This is an optimization exercise on Yosys and OpenROAD, whose aim is small area, a short achievable clock period and few clock cycles, not a production implementation. Function was checked by simulation only, so behaviour that the tests miss may differ from the original. Power and IR drop assume default switching activity.

<file path="flow/design.v">
`default_nettype none
package ps2kb_pkg;
   localparam int KEY_MAP_BITS_DEF = 256;
   localparam int REPORT_SLOTS_DEF = 6;
   localparam int MAX_SLOTS        = 6;
   localparam int FIFO_DEPTH       = 2;
   localparam int RSP_DATA_W       = 64;
   localparam int RSP_ROLL_BIT     = 8 + 8 * MAX_SLOTS;
   localparam logic MODE_BYTE = 1'b0;
   localparam logic MODE_TICK = 1'b1;
   localparam logic [7:0] PRE_EXT    = 8'hE0;
   localparam logic [7:0] PRE_PAUSE  = 8'hE1;
   localparam logic [7:0] PRE_BREAK  = 8'hF0;
   localparam logic [7:0] PAUSE_HOLD = 8'h14;
   localparam logic [9:0] CODE_PAUSE    = 10'h277;
   localparam logic [9:0] CODE_APP      = 10'd303;
   localparam logic [9:0] CODE_KP_DIV   = 10'd330;
   localparam logic [9:0] CODE_KP_ENTER = 10'd346;
   localparam logic [9:0] EXT_BASE      = 10'd361;
   localparam int         NORMAL_LEN    = 132;
   localparam int         EXT_LEN       = 21;
   localparam logic [7:0] KEY_PAUSE    = 8'd72;
   localparam logic [7:0] KEY_APP      = 8'd101;
   localparam logic [7:0] KEY_KP_DIV   = 8'd84;
   localparam logic [7:0] KEY_KP_ENTER = 8'd88;
   localparam logic [9:0] TICK_MAX = 10'd1023;
   function automatic logic [7:0] normal_code(input logic [7:0] idx);
      logic [7:0] val;
      case (idx)
         8'd0: val = 8'd1;
         8'd1: val = 8'd66;
         8'd3: val = 8'd62;
         8'd4: val = 8'd60;
         8'd5: val = 8'd58;
         8'd6: val = 8'd59;
         8'd7: val = 8'd69;
         8'd9: val = 8'd67;
         8'd10: val = 8'd65;
         8'd11: val = 8'd63;
         8'd12: val = 8'd61;
         8'd13: val = 8'd43;
         8'd14: val = 8'd53;
         8'd21: val = 8'd20;
         8'd22: val = 8'd30;
         8'd26: val = 8'd29;
         8'd27: val = 8'd22;
         8'd28: val = 8'd4;
         8'd29: val = 8'd26;
         8'd30: val = 8'd31;
         8'd33: val = 8'd6;
         8'd34: val = 8'd27;
         8'd35: val = 8'd7;
         8'd36: val = 8'd8;
         8'd37: val = 8'd33;
         8'd38: val = 8'd32;
         8'd41: val = 8'd44;
         8'd42: val = 8'd25;
         8'd43: val = 8'd9;
         8'd44: val = 8'd23;
         8'd45: val = 8'd21;
         8'd46: val = 8'd34;
         8'd49: val = 8'd17;
         8'd50: val = 8'd5;
         8'd51: val = 8'd11;
         8'd52: val = 8'd10;
         8'd53: val = 8'd28;
         8'd54: val = 8'd35;
         8'd58: val = 8'd16;
         8'd59: val = 8'd13;
         8'd60: val = 8'd24;
         8'd61: val = 8'd36;
         8'd62: val = 8'd37;
         8'd65: val = 8'd54;
         8'd66: val = 8'd14;
         8'd67: val = 8'd12;
         8'd68: val = 8'd18;
         8'd69: val = 8'd39;
         8'd70: val = 8'd38;
         8'd73: val = 8'd55;
         8'd74: val = 8'd56;
         8'd75: val = 8'd15;
         8'd76: val = 8'd51;
         8'd77: val = 8'd19;
         8'd78: val = 8'd45;
         8'd82: val = 8'd52;
         8'd84: val = 8'd47;
         8'd85: val = 8'd46;
         8'd88: val = 8'd57;
         8'd90: val = 8'd40;
         8'd91: val = 8'd48;
         8'd93: val = 8'd49;
         8'd97: val = 8'd100;
         8'd102: val = 8'd42;
         8'd105: val = 8'd89;
         8'd107: val = 8'd92;
         8'd108: val = 8'd95;
         8'd112: val = 8'd98;
         8'd113: val = 8'd99;
         8'd114: val = 8'd90;
         8'd115: val = 8'd93;
         8'd116: val = 8'd94;
         8'd117: val = 8'd96;
         8'd118: val = 8'd41;
         8'd119: val = 8'd83;
         8'd120: val = 8'd68;
         8'd121: val = 8'd87;
         8'd122: val = 8'd91;
         8'd123: val = 8'd86;
         8'd124: val = 8'd85;
         8'd125: val = 8'd97;
         8'd126: val = 8'd71;
         8'd131: val = 8'd64;
         default: val = 8'd0;
      endcase
      normal_code = val;
   endfunction
   function automatic logic [7:0] ext_code(input logic [4:0] idx);
      logic [7:0] val;
      case (idx)
         5'd0: val = 8'd77;
         5'd2: val = 8'd80;
         5'd3: val = 8'd74;
         5'd7: val = 8'd73;
         5'd8: val = 8'd76;
         5'd9: val = 8'd81;
         5'd11: val = 8'd79;
         5'd12: val = 8'd82;
         5'd17: val = 8'd78;
         5'd19: val = 8'd70;
         5'd20: val = 8'd75;
         default: val = 8'd0;
      endcase
      ext_code = val;
   endfunction
   typedef struct packed {
      logic       tick;
      logic       key_make;
      logic [7:0] key;
      logic [7:0] mods;
   } cmd_type;
   function automatic logic [7:0] lookup_key(input logic [9:0] code);
      logic [7:0] key;
      logic [9:0] ext_off;
      key     = 8'd0;
      ext_off = code - EXT_BASE;
      if (code < 10'(NORMAL_LEN)) begin
         key = normal_code(code[7:0]);
      end else if (code == CODE_PAUSE) begin
         key = KEY_PAUSE;
      end else if (code == CODE_APP) begin
         key = KEY_APP;
      end else if (code == CODE_KP_DIV) begin
         key = KEY_KP_DIV;
      end else if (code == CODE_KP_ENTER) begin
         key = KEY_KP_ENTER;
      end else if (code >= EXT_BASE && code < EXT_BASE + 10'(EXT_LEN)) begin
         key = ext_code(ext_off[4:0]);
      end
      lookup_key = key;
   endfunction
   function automatic logic [7:0] modifier_mask(input logic [9:0] code);
      logic [7:0] mask;
      unique case (code)
         10'h014: mask = 8'b0000_0001;
         10'h012: mask = 8'b0000_0010;
         10'h011: mask = 8'b0000_0100;
         10'h11F: mask = 8'b0000_1000;
         10'h114: mask = 8'b0001_0000;
         10'h059: mask = 8'b0010_0000;
         10'h111: mask = 8'b0100_0000;
         10'h127: mask = 8'b1000_0000;
         default: mask = 8'b0000_0000;
      endcase
      modifier_mask = mask;
   endfunction
endpackage
`default_nettype wire
`default_nettype none
module ps2_keyboard_to_hid_report #(
   parameter int KEY_MAP_BITS = ps2kb_pkg::KEY_MAP_BITS_DEF,
   parameter int REPORT_SLOTS = ps2kb_pkg::REPORT_SLOTS_DEF
) (
   input  wire logic                          clock,
   input  wire logic                          reset,
   input  wire logic                          req_tvalid,
   output logic                               req_tready,
   input  wire logic                          req_tuser,   
   input  wire logic [7:0]                    req_tdata,   
   output logic                               rsp_tvalid,
   input  wire logic                          rsp_tready,
   output logic [ps2kb_pkg::RSP_DATA_W-1:0]   rsp_tdata,
   input  wire logic                          csr_valid,
   output logic                               csr_ready,
   input  wire logic [9:0]                    csr_data     
);
   localparam int NS = 6;   
   localparam logic [127:0] KEYS = 128'h0000003ffffffffffffbfffffffffff2;
   localparam logic [6:0]   KEY_TOP = 7'd101;   
   assign csr_ready = 1'b1;
   logic       a_valid_ff, s_valid_ff, rdy_ff;
   logic [8:0] a_item_ff, s_item_ff;    
   logic       a_take;                  
   logic       acc;
   assign req_tready = rdy_ff;
   assign acc        = req_tvalid && rdy_ff;
   always_ff @(posedge clock) begin
      if (reset) begin
         a_valid_ff <= 1'b0;
         s_valid_ff <= 1'b0;
         rdy_ff     <= 1'b0;
      end else begin
         if (!a_valid_ff || a_take) begin
            a_valid_ff <= s_valid_ff || acc;
            s_valid_ff <= 1'b0;
            rdy_ff     <= 1'b1;
         end else if (acc) begin
            s_valid_ff <= 1'b1;
            rdy_ff     <= 1'b0;
         end else begin
            rdy_ff     <= !s_valid_ff;
         end
      end
   end
   always_ff @(posedge clock) begin
      if (!a_valid_ff || a_take) begin
         a_item_ff <= s_valid_ff ? s_item_ff : {req_tuser, req_tdata};
      end
      if (!s_valid_ff) begin
         s_item_ff <= {req_tuser, req_tdata};
      end
   end
   logic       e0_ff, e1_ff, rel_ff;
   logic       b_valid_ff, b_tick_ff, b_brk_ff;
   logic [6:0] b_key_ff;
   logic       b_free;                  
   logic [7:0] d_byte;
   logic [9:0] d_code;
   logic [7:0] d_mask;
   logic [7:0] d_lut;
   logic [6:0] d_key;
   logic       d_pre_e0, d_pre_e1, d_drop, d_pre_f0, d_done;
   assign a_take   = a_valid_ff && b_free;
   assign d_byte   = a_item_ff[7:0];
   assign d_code   = {e1_ff, e0_ff, d_byte};
   assign d_mask   = ps2kb_pkg::modifier_mask(d_code);
   assign d_lut    = ps2kb_pkg::lookup_key(d_code);
   assign d_pre_e0 = !e1_ff && d_byte == ps2kb_pkg::PRE_EXT;
   assign d_pre_e1 = !e1_ff && d_byte == ps2kb_pkg::PRE_PAUSE;
   assign d_drop   = e1_ff && d_byte == ps2kb_pkg::PAUSE_HOLD;
   assign d_pre_f0 = d_byte == ps2kb_pkg::PRE_BREAK;
   assign d_done   = !(d_pre_e0 || d_pre_e1 || d_drop || d_pre_f0);
   always_comb begin
      d_key = d_lut[6:0];
      for (int m = 0; m < 8; m++) begin
         if (d_mask[m]) d_key = 7'(104 + m);
      end
   end
   always_ff @(posedge clock) begin
      if (reset) begin
         e0_ff      <= 1'b0;
         e1_ff      <= 1'b0;
         rel_ff     <= 1'b0;
         b_valid_ff <= 1'b0;
      end else if (b_free) begin
         b_valid_ff <= a_valid_ff && (a_item_ff[8] || d_done);
         if (a_valid_ff && !a_item_ff[8]) begin
            if (d_pre_e0) begin
               e0_ff <= 1'b1;
            end else if (d_pre_e1) begin
               e1_ff <= 1'b1;
            end else if (d_drop) begin
            end else if (d_pre_f0) begin
               rel_ff <= 1'b1;
            end else begin
               e0_ff  <= 1'b0;
               e1_ff  <= 1'b0;
               rel_ff <= 1'b0;
            end
         end
      end
   end
   always_ff @(posedge clock) begin
      if (b_free) begin
         b_tick_ff <= a_item_ff[8];
         b_brk_ff  <= rel_ff;
         b_key_ff  <= d_key;
      end
   end
   logic [7:0]      mods_ff;
   logic [NS-1:0][6:0] slot_ff;
   logic            over_ff;            
   logic [6:0]      cnt_ff;             
   logic [127:0]    map_ff;
   logic [9:0]      idle_ff;
   logic [9:0]      rem_ff;             
   logic            busy_ff;            
   logic            rsp_valid_ff;
   logic            e_go;
   logic [6:0]      k;
   logic            member;
   logic [NS-1:0]   lt, eq, nz;
   logic            is_mod, is_key, chg;
   logic            do_ins, do_del, do_roll, do_scan, do_rep;
   logic [NS-1:0][6:0] ins_v, del_v;
   assign rsp_tvalid = rsp_valid_ff;
   always_comb begin
      rsp_tdata        = '0;
      rsp_tdata[7:0]   = mods_ff;
      for (int s = 0; s < NS; s++) begin
         rsp_tdata[8 + 8 * s +: 7] = slot_ff[s];
      end
      rsp_tdata[ps2kb_pkg::RSP_ROLL_BIT] = over_ff;
   end
   assign b_free = !b_valid_ff || e_go;
   assign e_go   = b_valid_ff && !busy_ff && (!rsp_valid_ff || rsp_tready);
   assign k      = busy_ff ? rem_ff[6:0] : b_key_ff;
   assign member = map_ff[k];
   assign is_mod = !b_tick_ff && b_key_ff[6:3] == 4'b1101;
   assign is_key = !b_tick_ff && !is_mod && b_key_ff != 7'd0;
   assign chg    = member == b_brk_ff;     
   always_comb begin
      for (int s = 0; s < NS; s++) begin
         nz[s] = slot_ff[s] != 7'd0;
         lt[s] = nz[s] && slot_ff[s] < k;
         eq[s] = slot_ff[s] == k;
      end
      for (int s = 0; s < NS; s++) begin
         if (lt[s] || eq[s]) begin
            ins_v[s] = slot_ff[s];
         end else if (s > 0 && !(lt[s-1] || eq[s-1])) begin
            ins_v[s] = slot_ff[s-1];
         end else begin
            ins_v[s] = k;
         end
      end
      for (int s = 0; s < NS; s++) begin
         if (lt[s]) begin
            del_v[s] = slot_ff[s];
         end else if (s < NS - 1) begin
            del_v[s] = slot_ff[s+1];
         end else begin
            del_v[s] = 7'd0;
         end
      end
   end
   always_comb begin
      do_ins  = 1'b0;
      do_del  = 1'b0;
      do_roll = 1'b0;
      do_scan = 1'b0;
      do_rep  = 1'b0;
      if (busy_ff) begin
         do_ins = member;
         do_rep = rem_ff[6:0] == 7'd1;
      end else if (e_go) begin
         if (b_tick_ff) begin
            do_rep = idle_ff != 10'd0 && rem_ff == 10'd1;
         end else begin
            if (is_key && chg) begin
               if (!b_brk_ff) begin
                  do_roll = over_ff ? 1'b0 : cnt_ff == 7'd6;
                  do_ins  = !over_ff && cnt_ff != 7'd6;
               end else begin
                  do_scan = over_ff && cnt_ff == 7'd7;
                  do_del  = !over_ff;
               end
            end
            do_rep = !do_scan;
         end
      end
   end
   for (genvar i = 0; i < 128; i++) begin : g_map
      if (KEYS[i]) begin : g_bit
         always_ff @(posedge clock) begin
            if (reset) begin
               map_ff[i] <= 1'b0;
            end else if (e_go && is_key && b_key_ff == 7'(i)) begin
               map_ff[i] <= !b_brk_ff;
            end
         end
      end else begin : g_none
         assign map_ff[i] = 1'b0;
      end
   end
   always_ff @(posedge clock) begin
      if (reset) begin
         mods_ff      <= 8'd0;
         slot_ff      <= '0;
         over_ff      <= 1'b0;
         cnt_ff       <= 7'd0;
         idle_ff      <= 10'd0;
         rem_ff       <= 10'd0;
         busy_ff      <= 1'b0;
         rsp_valid_ff <= 1'b0;
      end else begin
         if (csr_valid) begin
            idle_ff <= csr_data;
         end
         if (rsp_tready) begin
            rsp_valid_ff <= 1'b0;
         end
         if (do_rep) begin
            rsp_valid_ff <= 1'b1;
         end
         if (e_go && is_mod) begin
            mods_ff[b_key_ff[2:0]] <= !b_brk_ff;
         end
         if (e_go && is_key) begin
            if (chg) begin
               cnt_ff <= b_brk_ff ? cnt_ff - 7'd1 : cnt_ff + 7'd1;
            end
         end
         if (do_ins) slot_ff <= ins_v;
         if (do_del) slot_ff <= del_v;
         if (do_roll) begin
            over_ff <= 1'b1;
            for (int s = 0; s < NS; s++) slot_ff[s] <= 7'd1;
         end
         if (do_rep) begin
            busy_ff <= 1'b0;
         end
         if (do_scan) begin
            over_ff <= 1'b0;
            busy_ff <= 1'b1;
            slot_ff <= '0;
         end
         if (csr_valid) begin
            rem_ff <= csr_data;
         end else if (do_scan) begin
            rem_ff <= {3'b000, KEY_TOP};
         end else if (do_rep) begin
            rem_ff <= idle_ff;
         end else if (busy_ff || (e_go && b_tick_ff)) begin
            rem_ff <= rem_ff - 10'd1;
         end
      end
   end
endmodule
`default_nettype wire
</file>
<file path="flow/run.sh">
#!/bin/bash
# synth_recipe.tcl (not shown) runs the flow's synth.tcl, then flattens the netlist and writes it again
# the make line also repeats each setting of config.mk as NAME=value (left out here)
make -C /OpenROAD-flow-scripts/flow DESIGN_CONFIG=/design/flow/config.mk WORK_HOME=/design/flow/orfs CLKGATE_MAP_FILE= SYNTH_SCRIPT=/design/flow/synth_recipe.tcl finish
</file>
<file path="flow/config.mk">
export PLATFORM = sky130hd
export DESIGN_NAME = ps2_keyboard_to_hid_report
export DESIGN_NICKNAME = ps2_keyboard_to_hid_report
export VERILOG_FILES = /design/flow/design.v
export SDC_FILE = /design/flow/constraint.sdc
export NUM_CORES = 4
export LEC_CHECK = 0
export CAP_MARGIN = 20
export CORE_MARGIN = 2
export CORE_UTILIZATION = 40
export PLACE_DENSITY = 0.6
export SLEW_MARGIN = 20
</file>
<file path="flow/constraint.sdc">
create_clock -name core_clock -period 8.0 [get_ports {clock}]
set_input_delay 1.6000 -clock core_clock [delete_from_list [all_inputs] [get_ports {clock}]]
set_output_delay 1.6000 -clock core_clock [all_outputs]
set_load 0.01 [all_outputs]
</file>
==> run_results.csv <==
group,metric,value,unit
outcome,status,"no timing/DRC/antenna violations",
timing,worst_pin_slew,1118,ps
die,io-pin-count,91,
global_routing,grt_max_degree,103,
die,rows,68,
timing,tns,0,ps
drt,wl_per_cell,19.83,µm
drt,vias,13240,
finish,nFillCells,3426,
min_path,hold_depth,0,
placed_design,hpwl,29030,µm
global_routing,grt_overflow,0,
die,core_area,34630,µm²
die,dieArea,36700,µm²
cts,postCtsSetupBuffers,0,
global_routing,grt_pass1_vias,12520,
min_path,hold_path.startpoint,"rel_ff",
cts,clk_latency,530,ps
cts,cts_made_buffers,25,
logic_synthesis,avgSynthCellArea,8.206,µm²
worst_setup_path,r2r-start,"busy_ff",
logic_synthesis,synth_edf_count,18,
cts,clk_path_buf_depth,3,
worst_setup_path,worstPathMaxFanout,32,
timing,fmax,0.1776,GHz
finish,antenna_cells,0,
worst_setup_path,crit_buf_inv,3,
cts,htreeDepth,1,
timing,slew_headroom,0.2546,
run,cap_violations,0,
worst_setup_path,cp_slowest_stage_delay,940,ps
logic_synthesis,netlist_area,14070,µm²
drt,via_per_inst,6.071,
worst_setup_path,worstReg2RegEnd,"slot_ff[34]",
global_routing,grt_pass1_wl,69210,µm
drt,drtIter0Drc,984,
cts,post_cts_resize_count,0,
finish,final_nets,1795,
drt,antenna_left,0,
min_path,hold_end,"b_brk_ff",
finish,area_growth,12.74,%
logic_synthesis,postSynthCellCount,1715,
drt,firstDrtPassIters,5,
worst_setup_path,critPathSlowestCell,"mux2i_4",
global_routing,grt.total_usage,0.2333,
placed_design,place.gp.congestion,0.8562,
cts,cts_root_buffer,"clkbuf_16",
drt,totalWireLength,43220,µm
worst_setup_path,cp_top_family,"multiplexers",
timing,slew_violations,0,
cts,clk_pin_slew_worst_paths,70,ps
logic_synthesis,ys_dominant_reg_cell,"dfxtp_1",
logic_synthesis,yosys.cell_types.count,86,
worst_setup_path,path_class,"register to register",
timing,min_period_over_period,0.7037,
timing,setup_viol,0,
worst_setup_path,cp_cell_sequence,"mux2i_4 -> buf_4 -> clkinv_2 -> mux4_2 -> nand2_1 -> and3_1 -> a2111oi_4 -> o32a_2 -> mux2i_4 -> buf_4 -> and2_1 -> a211oi_1",
worst_setup_path,startpoint,"busy_ff",
logic_synthesis,async_flop_share,0,
worst_setup_path,ff2ff_path_depth,12,
logic_synthesis,synth-seq-cells,219,
global_routing,globalRouteMet3Util,0.02558,
worst_setup_path,critPathArrivalTime,6000,ps
timing,timing.final.hold_violations,0,
worst_setup_path,required,8370,ps
logic_synthesis,yosysSeqAreaShare,0.3243,
cts,clkSinkCount,219,
finish,final_core_util,0.4582,
die,die_width,191.6,µm
global_routing,met2_usage,0.3867,
pwr,leakage,5.492,nW
cts,cts_hold_buffers,0,
worst_setup_path,r2r_slack,2370,ps
timing,rsz0062_at_grt,"false",
pwr,ir_worst_vdd,0.1311,mV
global_routing,antenna_found_initial,0,
global_routing,top_usage_layer,"met2",
finish,drive_gt1_frac,0.09159,
drt,drc,0,
die,initial_utilization,0.4064,
pwr,p_per_area,175.3,nW/µm²
worst_setup_path,cp-start-kind,"register",
timing,period_needed,5630,ps
global_routing,met1_usage,0.3168,
logic_synthesis,yosys_warnings,33,
timing,finClkSkew,12.59,ps
cts,cts_tree,"done",
min_path,hp-class,"register to register",
worst_setup_path,crit_path_end_kind,"register",
placed_design,io_buffers,76,
die,die_h,191.6,µm
report_power, final:
group,switching (mW),leakage [nW],internal (mW),total (mW)
combinational,0.264,3.22,0.150,0.414
sequential,0.0306,1.83,1.12,1.16
clock,0.471,0.441,0.741,1.21
total,0.766,5.49,2.02,2.78
cell usage after synthesis (13+ instances only):
cell | count | area [µm²]
nand2_1 | 94 | 352.8
o2111ai_1 | 14 | 122.6
buf_2 | 18 | 90.09
a21o_1 | 16 | 120.1
buf_4 | 19 | 142.6
a21oi_1 | 122 | 610.6
nand3_1 | 37 | 185.2
mux4_2 | 17 | 382.9
inv_1 | 41 | 153.9
ha_1 | 63 | 788.3
nand4_1 | 23 | 143.9
mux2i_1 | 69 | 690.7
clkbuf_1 | 92 | 345.3
edfxtp_1 | 18 | 540.5
nor3_1 | 36 | 180.2
o21ai_0 | 126 | 630.6
nor4_1 | 13 | 81.33
a211oi_1 | 126 | 945.9
dfxtp_1 | 201 | 4024
nor2_1 | 272 | 1021
a211oi_2 | 18 | 225.2
mux2_2 | 22 | 247.7
final cells by class:
class | count | area, µm² | area share
clock buffers | 36 | 780.7 | 0.04921
clock inverters | 9 | 100.1 | 0.006309
inverters | 44 | 166.4 | 0.01049
multi-input cells | 1319 | 8765 | 0.5524
flip-flops and latches | 219 | 4564 | 0.2877
well taps | 455 | 569.3 | 0.03588
repair buffers | 98 | 920.9 | 0.05804
registers in the layout, indices dropped and copies added (netlist names), 7 cells and up, named ones only:
name / count
mods_ff: 8
s_item_ff: 9
map_ff: 98
cnt_ff: 7
b_key_ff: 7
rem_ff: 10
a_item_ff: 9
idle_ff: 10
slot_ff: 42
cell families (layout without fill, tap and decap cells):
group                    after synthesis  after routing  share of synthesized area
other                                  2             14                  0.0005336
flip-flops                           219            219                     0.3243
AND/OR/NAND/NOR                      557            557                     0.1806
AO/OA/AOI/OAI                        556            556                     0.2685
XOR/XNOR                              18             18                    0.01227
buffers and inverters                189            187                    0.05983
multiplexers                         110            110                    0.09655
adder cells (fa/ha/maj)               64             64                    0.05743
placed cells by master (no fill, tap or decap), types with 23 or more instances in the layout:
cell             netlist  routed
o21ai_0              126     126
nand4_1               23      23
nor2_1               272     272
mux2i_1               69      64
nor3_1                36      36
dfxtp_1              201     201
nand3_1               37      37
inv_1                 41      41
clkdlybuf4s50_1        0      75
nand2_1               94      94
a211oi_1             126     126
clkbuf_16              0      28
ha_1                  63      63
a21oi_1              122     122
routing by layer:
layer	up-vias	share of wire
li1	6348	-
met1	6364	0.44
met2	438	0.47
met3	85	0.059
met4	0	0.028
met5	-	0
worst max-delay path by stage:
stage / end / slack (ps) / cells past startpoint
5_1_grt: slot_ff[34] / 2060 / 12
6_report: slot_ff[34] / 2370 / 12
4_1_cts: slot_ff[34] / 2400 / 12
2_1_floorplan: register / 3480 / 12
3_3_place_gp: slot_ff[34] / 2510 / 12
3_5_place_dp: slot_ff[34] / 2420 / 12
per-stage QoR:
step	instance area, µm²	setup WS, ps	instances	total power, mW	hold slack (ps)
after floorplan	14120	3483	1727	1.483	408.2
after global placement	14980	2511	2134	1.584	420.2
after detailed placement	14980	2421	2134	1.585	416.8
after CTS	15860	2403	2179	2.795	432.1
after global routing	15870	2061	2180	2.892	462.3
final	15870	2370	2180	2.782	429.5
Testbench counts, summed over its fixed seeds: cycles 7,014.

-- what the ideal ports hide --
The flow's constraints put no driver on any port. The routed layout listed below was extracted and timed again, unchanged, in two steps. Step 1 sets driving cells, clkbuf_16 on the clock port and buf_2 on the other inputs (assumed; they add their load-dependent delay and slew). Step 2 also shifts input and output timing later by t, the mid clock arrival at the registers, as if the neighbouring blocks saw the same clock. a / b / c = no drivers / after step 1 / after step 2; a / b = the first two.
shift t [ns]: 0.583
slack for setup (ns): 2.370 / 2.370 / 2.370
worst hold slack (ns): 0.430 / 0.430 / 0.430
slew at the worst register clock pin (ns): 0.07 / 0.07
cell pins on the clock port's net: 1
After both steps setup and hold are still met in this run. The setup slack of this run moves by 0.000 ns with the drivers and by 0.000 ns with both steps.
